What follows belongs to an exercise in optimizing a design on an open flow for small area; a production flow would make more cautious choices.
In this exercise RTL edits were held to simulation tests only and were not proved equivalent to the original.

==> v34 <==
==> flow/design.v (excerpt) <==
module csr_file (
  input  logic                 clk_i,
  input  logic                 rst_ni,
  input  logic [45:0]          req_i,          
  input  logic [2:0]           stall_i,        
  input  logic                 trap_i,         
  input  logic                 mret_i,         
  input  logic [95:0]          trap_info_i,    
  input  logic [2:0]           irq_i,          
  output logic [32-1:0] csr_rdata_o,
  output logic [32-1:0] mtvec_o,
  output logic [32-1:0] mepc_o
);
  logic        rd_en, wr_en;
  logic [11:0] addr;
  logic [31:0] wdata;
  logic [31:0] epc, cause, tval;
  assign rd_en = req_i[45];
  assign wr_en = req_i[44];
  assign addr  = req_i[43:32];
  assign wdata = req_i[31:0];
  assign epc   = trap_info_i[95:64];
  assign cause = trap_info_i[63:32];
  assign tval  = trap_info_i[31:0];
  logic        mie_bit, mpie_bit;
  logic [2:0]  mie_q;        
  logic [31:0] mscratch_q, mcause_q, mtval_q;
  logic [31:0] mtvec_q, mepc_q;    
  assign mtvec_q = mtvec_o;
  assign mepc_q  = mepc_o;
  logic [63:0] mcycle_q, minstret_q;
  logic active, trap_v, wr_tr, wr_cnt;
  assign active = (stall_i == 3'd0) || trap_i;
  assign trap_v = trap_i && rst_ni;
  assign wr_cnt = wr_en && active && !trap_i;
  assign wr_tr  = wr_cnt && !mret_i;
  logic a300, a304, a305, a340, a341, a342, a343, a344, a301, af12;
  logic amcyc, amcych, aminst, aminsth;    
  ...
==> flow/config.mk <==
export PLATFORM = sky130hd
export DESIGN_NAME = csr_file
export DESIGN_NICKNAME = csr_file
export VERILOG_FILES = /design/flow/design.v
export SDC_FILE = /design/flow/constraint.sdc
export NUM_CORES = 4
export LEC_CHECK = 0
export CAP_MARGIN = 20
export CORE_MARGIN = 2
export CORE_UTILIZATION = 60
export SLEW_MARGIN = 20
export SYNTH_HIERARCHICAL = 1
export SYNTH_MINIMUM_KEEP_SIZE = 0
==> flow/constraint.sdc <==
create_clock -name core_clock -period 6.0 [get_ports {clk_i}]
set_input_delay 1.2000 -clock core_clock [delete_from_list [all_inputs] [get_ports {clk_i}]]
set_output_delay 1.2000 -clock core_clock [all_outputs]
set_load 0.01 [all_outputs]
standard.sh (not shown) runs the stock make flow with config.mk's settings and CLKGATE_MAP_FILE= SYNTH_SCRIPT=/design/flow/synth_recipe.tcl, a recipe that flattens the netlist after the stock synthesis.
==> flow/flow/run.sh <==
#!/bin/bash
# Standard ORFS layout with two changes: the port buffers use the smallest buffer cell, and
# the clock tree uses larger sink clusters without dummy loads.
set -e
export BUFFER_PORTS_ARGS="-buffer_cell sky130_fd_sc_hd__buf_1"
export CTS_ARGS="-sink_clustering_enable -repair_clock_nets -dont_use_dummy_load -buf_list sky130_fd_sc_hd__clkbuf_8 -sink_clustering_size 15 -sink_clustering_max_diameter 80"
bash standard.sh > standard.log 2>&1
==> inputs of v29, as changes to v34 <==
--- a/flow/design.v
+++ b/flow/design.v
@@ -111,27 +111,16 @@
   output logic y
 );
   assign y = !(a & b & c & d);
 endmodule
 `timescale 1ns/1ps
 module csr_read_bit (
   input  logic [8:0] v,        
   input  logic [8:0] s,        
-  output logic       y
-);
-  logic y0, y1, y2;
-  csr_a222oi u0 (.a1(v[0]), .a2(s[0]), .b1(v[1]), .b2(s[1]), .c1(v[2]), .c2(s[2]), .y(y0));
-  csr_a222oi u1 (.a1(v[3]), .a2(s[3]), .b1(v[4]), .b2(s[4]), .c1(v[5]), .c2(s[5]), .y(y1));
-  csr_a222oi u2 (.a1(v[6]), .a2(s[6]), .b1(v[7]), .b2(s[7]), .c1(v[8]), .c2(s[8]), .y(y2));
-  csr_nand3  u3 (.a(y0), .b(y1), .c(y2), .y(y));
-endmodule
-module csr_read_bitx (
-  input  logic [8:0] v,        
-  input  logic [8:0] s,        
   input  logic       extra_n,  
   output logic       y
 );
   logic y0, y1, y2;
   csr_a222oi u0 (.a1(v[0]), .a2(s[0]), .b1(v[1]), .b2(s[1]), .c1(v[2]), .c2(s[2]), .y(y0));
   csr_a222oi u1 (.a1(v[3]), .a2(s[3]), .b1(v[4]), .b2(s[4]), .c1(v[5]), .c2(s[5]), .y(y1));
   csr_a222oi u2 (.a1(v[6]), .a2(s[6]), .b1(v[7]), .b2(s[7]), .c1(v[8]), .c2(s[8]), .y(y2));
   csr_nand4  u3 (.a(y0), .b(y1), .c(y2), .d(extra_n), .y(y));
@@ -158,20 +147,17 @@
   assign wr_en = req_i[44];
   assign addr  = req_i[43:32];
   assign wdata = req_i[31:0];
   assign epc   = trap_info_i[95:64];
   assign cause = trap_info_i[63:32];
   assign tval  = trap_info_i[31:0];
   logic        mie_bit, mpie_bit;
   logic [2:0]  mie_q;        
-  logic [31:0] mscratch_q, mcause_q, mtval_q;
-  logic [31:0] mtvec_q, mepc_q;    
-  assign mtvec_q = mtvec_o;
-  assign mepc_q  = mepc_o;
+  logic [31:0] mtvec_q, mscratch_q, mepc_q, mcause_q, mtval_q;
   logic [63:0] mcycle_q, minstret_q;
   logic active, trap_v, wr_tr, wr_cnt;
   assign active = (stall_i == 3'd0) || trap_i;
   assign trap_v = trap_i && rst_ni;
   assign wr_cnt = wr_en && active && !trap_i;
   assign wr_tr  = wr_cnt && !mret_i;
   logic a300, a304, a305, a340, a341, a342, a343, a344, a301, af12;
   logic amcyc, amcych, aminst, aminsth;    
@@ -229,19 +215,19 @@
     csr_a22o   u_mtvec    (.a1(mtvec_q[i]),    .a2(h_mtvec),    .b1(wdata[i]), .b2(w_mtvec),    .x(mtvec_d[i]));
     csr_a22o   u_mscratch (.a1(mscratch_q[i]), .a2(h_mscratch), .b1(wdata[i]), .b2(w_mscratch), .x(mscratch_d[i]));
     csr_a222oi u_mepc   (.a1(mepc_q[i]),   .a2(h_mepc),   .b1(epc[i]),   .b2(trap_v), .c1(wdata[i]), .c2(w_mepc),   .y(mepc_n[i]));
     csr_a222oi u_mcause (.a1(mcause_q[i]), .a2(h_mcause), .b1(cause[i]), .b2(trap_v), .c1(wdata[i]), .c2(w_mcause), .y(mcause_n[i]));
     csr_a222oi u_mtval  (.a1(mtval_q[i]),  .a2(h_mtval),  .b1(tval[i]),  .b2(trap_v), .c1(wdata[i]), .c2(w_mtval),  .y(mtval_n[i]));
   end
   always_ff @(posedge clk_i) begin
     mie_q      <= mie_d;
-    mtvec_o    <= mtvec_d;
+    mtvec_q    <= mtvec_d;
     mscratch_q <= mscratch_d;
-    mepc_o     <= ~mepc_n;
+    mepc_q     <= ~mepc_n;
     mcause_q   <= ~mcause_n;
     mtval_q    <= ~mtval_n;
   end
   always_ff @(posedge clk_i) begin
     if (!rst_ni) begin
       mie_bit  <= 1'b0;
       mpie_bit <= 1'b0;
     end else if (trap_i) begin
@@ -323,28 +309,20 @@
     small_word[2]  = s_march || s_misa;
     small_word[3]  = (s_mstatus && mie_bit)  || (s_mie && mie_q[0]) || (s_mip && irq_i[2]);
     small_word[7]  = (s_mstatus && mpie_bit) || (s_mie && mie_q[1]) || (s_mip && irq_i[1]);
     small_word[8]  = s_misa;
     small_word[11] = s_mstatus || (s_mie && mie_q[2]) || (s_mip && irq_i[0]);
     small_word[12] = s_mstatus || s_misa;
     small_word[30] = s_misa;
   end
-  localparam logic [31:0] EXTRA_BITS = 32'h4000_198D;    
   for (genvar i = 0; i < 32; i++) begin : g_rd
-    if (EXTRA_BITS[i]) begin : g_x
-      csr_read_bitx u_rd (
-        .v       ({minstret_q[i+32], minstret_q[i], mcycle_q[i+32], mcycle_q[i],
-                   mtval_q[i], mcause_q[i], mepc_q[i], mscratch_q[i], mtvec_q[i]}),
-        .s       (sel),
-        .extra_n (!small_word[i]),
-        .y       (csr_rdata_o[i])
-      );
-    end else begin : g_n
-      csr_read_bit u_rd (
-        .v ({minstret_q[i+32], minstret_q[i], mcycle_q[i+32], mcycle_q[i],
-             mtval_q[i], mcause_q[i], mepc_q[i], mscratch_q[i], mtvec_q[i]}),
-        .s (sel),
-        .y (csr_rdata_o[i])
-      );
-    end
+    csr_read_bit u_rd (
+      .v       ({minstret_q[i+32], minstret_q[i], mcycle_q[i+32], mcycle_q[i],
+                 mtval_q[i], mcause_q[i], mepc_q[i], mscratch_q[i], mtvec_q[i]}),
+      .s       (sel),
+      .extra_n (!small_word[i]),
+      .y       (csr_rdata_o[i])
+    );
   end
+  assign mtvec_o = mtvec_q;
+  assign mepc_o  = mepc_q;
 endmodule
==> flow/flow/run.sh (replaced) <==
#!/bin/bash
# Standard ORFS layout, with the port buffers made from the smallest buffer cell
set -e
export BUFFER_PORTS_ARGS="-buffer_cell sky130_fd_sc_hd__buf_1"
bash standard.sh > standard.log 2>&1
- CORE_UTILIZATION: 60 -> 50
- CTS_BUF_LIST: unset -> sky130_fd_sc_hd__clkbuf_4
==> inputs of v16, as changes to v34 <==
--- a/flow/design.v
+++ b/flow/design.v
@@ -111,27 +111,16 @@
   output logic y
 );
   assign y = !(a & b & c & d);
 endmodule
 `timescale 1ns/1ps
 module csr_read_bit (
   input  logic [8:0] v,        
   input  logic [8:0] s,        
-  output logic       y
-);
-  logic y0, y1, y2;
-  csr_a222oi u0 (.a1(v[0]), .a2(s[0]), .b1(v[1]), .b2(s[1]), .c1(v[2]), .c2(s[2]), .y(y0));
-  csr_a222oi u1 (.a1(v[3]), .a2(s[3]), .b1(v[4]), .b2(s[4]), .c1(v[5]), .c2(s[5]), .y(y1));
-  csr_a222oi u2 (.a1(v[6]), .a2(s[6]), .b1(v[7]), .b2(s[7]), .c1(v[8]), .c2(s[8]), .y(y2));
-  csr_nand3  u3 (.a(y0), .b(y1), .c(y2), .y(y));
-endmodule
-module csr_read_bitx (
-  input  logic [8:0] v,        
-  input  logic [8:0] s,        
   input  logic       extra_n,  
   output logic       y
 );
   logic y0, y1, y2;
   csr_a222oi u0 (.a1(v[0]), .a2(s[0]), .b1(v[1]), .b2(s[1]), .c1(v[2]), .c2(s[2]), .y(y0));
   csr_a222oi u1 (.a1(v[3]), .a2(s[3]), .b1(v[4]), .b2(s[4]), .c1(v[5]), .c2(s[5]), .y(y1));
   csr_a222oi u2 (.a1(v[6]), .a2(s[6]), .b1(v[7]), .b2(s[7]), .c1(v[8]), .c2(s[8]), .y(y2));
   csr_nand4  u3 (.a(y0), .b(y1), .c(y2), .d(extra_n), .y(y));
@@ -158,20 +147,17 @@
   assign wr_en = req_i[44];
   assign addr  = req_i[43:32];
   assign wdata = req_i[31:0];
   assign epc   = trap_info_i[95:64];
   assign cause = trap_info_i[63:32];
   assign tval  = trap_info_i[31:0];
   logic        mie_bit, mpie_bit;
   logic [2:0]  mie_q;        
-  logic [31:0] mscratch_q, mcause_q, mtval_q;
-  logic [31:0] mtvec_q, mepc_q;    
-  assign mtvec_q = mtvec_o;
-  assign mepc_q  = mepc_o;
+  logic [31:0] mtvec_q, mscratch_q, mepc_q, mcause_q, mtval_q;
   logic [63:0] mcycle_q, minstret_q;
   logic active, trap_v, wr_tr, wr_cnt;
   assign active = (stall_i == 3'd0) || trap_i;
   assign trap_v = trap_i && rst_ni;
   assign wr_cnt = wr_en && active && !trap_i;
   assign wr_tr  = wr_cnt && !mret_i;
   logic a300, a304, a305, a340, a341, a342, a343, a344, a301, af12;
   logic amcyc, amcych, aminst, aminsth;    
@@ -229,19 +215,19 @@
     csr_a22o   u_mtvec    (.a1(mtvec_q[i]),    .a2(h_mtvec),    .b1(wdata[i]), .b2(w_mtvec),    .x(mtvec_d[i]));
     csr_a22o   u_mscratch (.a1(mscratch_q[i]), .a2(h_mscratch), .b1(wdata[i]), .b2(w_mscratch), .x(mscratch_d[i]));
     csr_a222oi u_mepc   (.a1(mepc_q[i]),   .a2(h_mepc),   .b1(epc[i]),   .b2(trap_v), .c1(wdata[i]), .c2(w_mepc),   .y(mepc_n[i]));
     csr_a222oi u_mcause (.a1(mcause_q[i]), .a2(h_mcause), .b1(cause[i]), .b2(trap_v), .c1(wdata[i]), .c2(w_mcause), .y(mcause_n[i]));
     csr_a222oi u_mtval  (.a1(mtval_q[i]),  .a2(h_mtval),  .b1(tval[i]),  .b2(trap_v), .c1(wdata[i]), .c2(w_mtval),  .y(mtval_n[i]));
   end
   always_ff @(posedge clk_i) begin
     mie_q      <= mie_d;
-    mtvec_o    <= mtvec_d;
+    mtvec_q    <= mtvec_d;
     mscratch_q <= mscratch_d;
-    mepc_o     <= ~mepc_n;
+    mepc_q     <= ~mepc_n;
     mcause_q   <= ~mcause_n;
     mtval_q    <= ~mtval_n;
   end
   always_ff @(posedge clk_i) begin
     if (!rst_ni) begin
       mie_bit  <= 1'b0;
       mpie_bit <= 1'b0;
     end else if (trap_i) begin
@@ -323,28 +309,20 @@
     small_word[2]  = s_march || s_misa;
     small_word[3]  = (s_mstatus && mie_bit)  || (s_mie && mie_q[0]) || (s_mip && irq_i[2]);
     small_word[7]  = (s_mstatus && mpie_bit) || (s_mie && mie_q[1]) || (s_mip && irq_i[1]);
     small_word[8]  = s_misa;
     small_word[11] = s_mstatus || (s_mie && mie_q[2]) || (s_mip && irq_i[0]);
     small_word[12] = s_mstatus || s_misa;
     small_word[30] = s_misa;
   end
-  localparam logic [31:0] EXTRA_BITS = 32'h4000_198D;    
   for (genvar i = 0; i < 32; i++) begin : g_rd
-    if (EXTRA_BITS[i]) begin : g_x
-      csr_read_bitx u_rd (
-        .v       ({minstret_q[i+32], minstret_q[i], mcycle_q[i+32], mcycle_q[i],
-                   mtval_q[i], mcause_q[i], mepc_q[i], mscratch_q[i], mtvec_q[i]}),
-        .s       (sel),
-        .extra_n (!small_word[i]),
-        .y       (csr_rdata_o[i])
-      );
-    end else begin : g_n
-      csr_read_bit u_rd (
-        .v ({minstret_q[i+32], minstret_q[i], mcycle_q[i+32], mcycle_q[i],
-             mtval_q[i], mcause_q[i], mepc_q[i], mscratch_q[i], mtvec_q[i]}),
-        .s (sel),
-        .y (csr_rdata_o[i])
-      );
-    end
+    csr_read_bit u_rd (
+      .v       ({minstret_q[i+32], minstret_q[i], mcycle_q[i+32], mcycle_q[i],
+                 mtval_q[i], mcause_q[i], mepc_q[i], mscratch_q[i], mtvec_q[i]}),
+      .s       (sel),
+      .extra_n (!small_word[i]),
+      .y       (csr_rdata_o[i])
+    );
   end
+  assign mtvec_o = mtvec_q;
+  assign mepc_o  = mepc_q;
 endmodule
==> results.py <==
metrics = {
    "cells_and_area": {
        "antenna_cells": 0,
        "buffers": 285,
        "design_area_um2": 14700,
    },
    "floorplanning": {
        "dieWidth_um": 149,
        "core_um2": 20800,
        "nWellTaps": 275,
    },
    "grt": {
        "antenna_found_initial": 0,
        "grt_usage": 0.377,
    },
    "critical_path": {
        "startpoint": "req_i[37]",
        "max_stage_delay_ps": 930,
        "ff2ff_path_depth": 12,
    },
    "power_and_ir_drop": {
        "internal-power_uw": 2400,
        "clkPwrFrac": 0.297,
    },
    "status": {
        "outcome": "complete, no violations",
    },
    "yosys": {
        "synthTopCellsByArea": "dfxtp_1 46%, a222oi_1 15%, a22o_1 14%",
    },
}
the above is filed under v16

==> results.py <==
metrics = {
    "yosys": {
        "synthArstFlopShare": 0,
        "synthSimpleGateAreaFrac": 0.0757,
        "synthTopCellsByArea": "dfxtp_1 46%, a222oi_1 15%, a22o_1 14%",
    },
    "critical_path": {
        "ff2ff_path_depth": 13,
        "crit_type": "input port to output pin",
        "startpoint": "req_i[39]",
    },
    "cells_and_area": {
        "buffers": 282,
        "design_area_um2": 15500,
    },
    "floorplanning": {
        "top_level_ports": 248,
        "nWellTaps": 330,
        "core_um2": 25000,
        "dieWidth_um": 163,
    },
    "timing": {
        "timing.fmax_ghz": 0.196,
    },
    "status": {
        "outcome": "complete, no violations",
    },
    "grt": {
        "grt_usage": 0.335,
        "antenna_found_initial": 1,
        "met2_usage": 0.506,
    },
    "power_and_ir_drop": {
        "internal-power_uw": 3060,
        "clkPwrFrac": 0.447,
    },
}
the above is filed under v29

==> results.py <==
metrics = {
    "critical_path": {
        "ff2ff_path_depth": 13,
        "max_stage_delay_ps": 520,
        "startpoint": "req_i[39]",
    },
    "floorplanning": {
        "dieWidth_um": 149,
        "core_um2": 20400,
        "nWellTaps": 270,
    },
    "status": {
        "outcome": "complete, no violations",
    },
    "grt": {
        "met2_usage": 0.601,
        "grt_usage": 0.369,
        "antenna_found_initial": 0,
    },
    "cells_and_area": {
        "antenna_cells": 0,
        "design_area_um2": 14500,
        "fillers": 1610,
        "buffers": 284,
    },
    "timing": {
        "timing.fmax_ghz": 0.217,
    },
    "yosys": {
        "synthTopCellsByArea": "dfxtp_1 47%, a222oi_1 15%, a22o_1 14%",
    },
    "power_and_ir_drop": {
        "internal-power_uw": 2400,
        "clkPwrFrac": 0.301,
    },
}
the above is filed under v34

==> afterwards: timing with drivers on the ports <==
In the flow no input, the clock included, has a driving cell. The finished layouts below were timed again as built, in two steps. Step 1: set_driving_cell puts a clkbuf_16 on clk_i and a buf_2 on each other input, an assumption about the parent block. Step 2 adds t to the input delays and takes it off the output delays; t is the mean of the earliest and latest rising clock arrival at the registers after step 1. Input paths then give back, and output paths get back, about the clock's delay inside the block. Three values: no drivers, after step 1, after step 2; two values: the first two.
run | shift t [ns] | setup WS [ns] | hold slack, ns | worst setup path after step 2 | latest minus earliest clock arrival (ns)
v34 | 0.613 | 1.388 / 1.367 / 1.277 | 0.495 / 0.495 / 0.495 | input to register | 0.037 / 0.038
v29 | 0.710 | 0.909 / 0.888 / 0.888 | 0.489 / 0.489 / 0.489 | input to output | 0.035 / 0.035
v16 | 0.593 | 0.780 / 0.759 / 0.759 | 0.493 / 0.493 / 0.493 | input to output | 0.047 / 0.047
After both steps every run listed still meets setup and hold. For v34, which loses most, drivers alone change the setup slack by -0.021 ns; drivers and shift together by -0.111 ns.
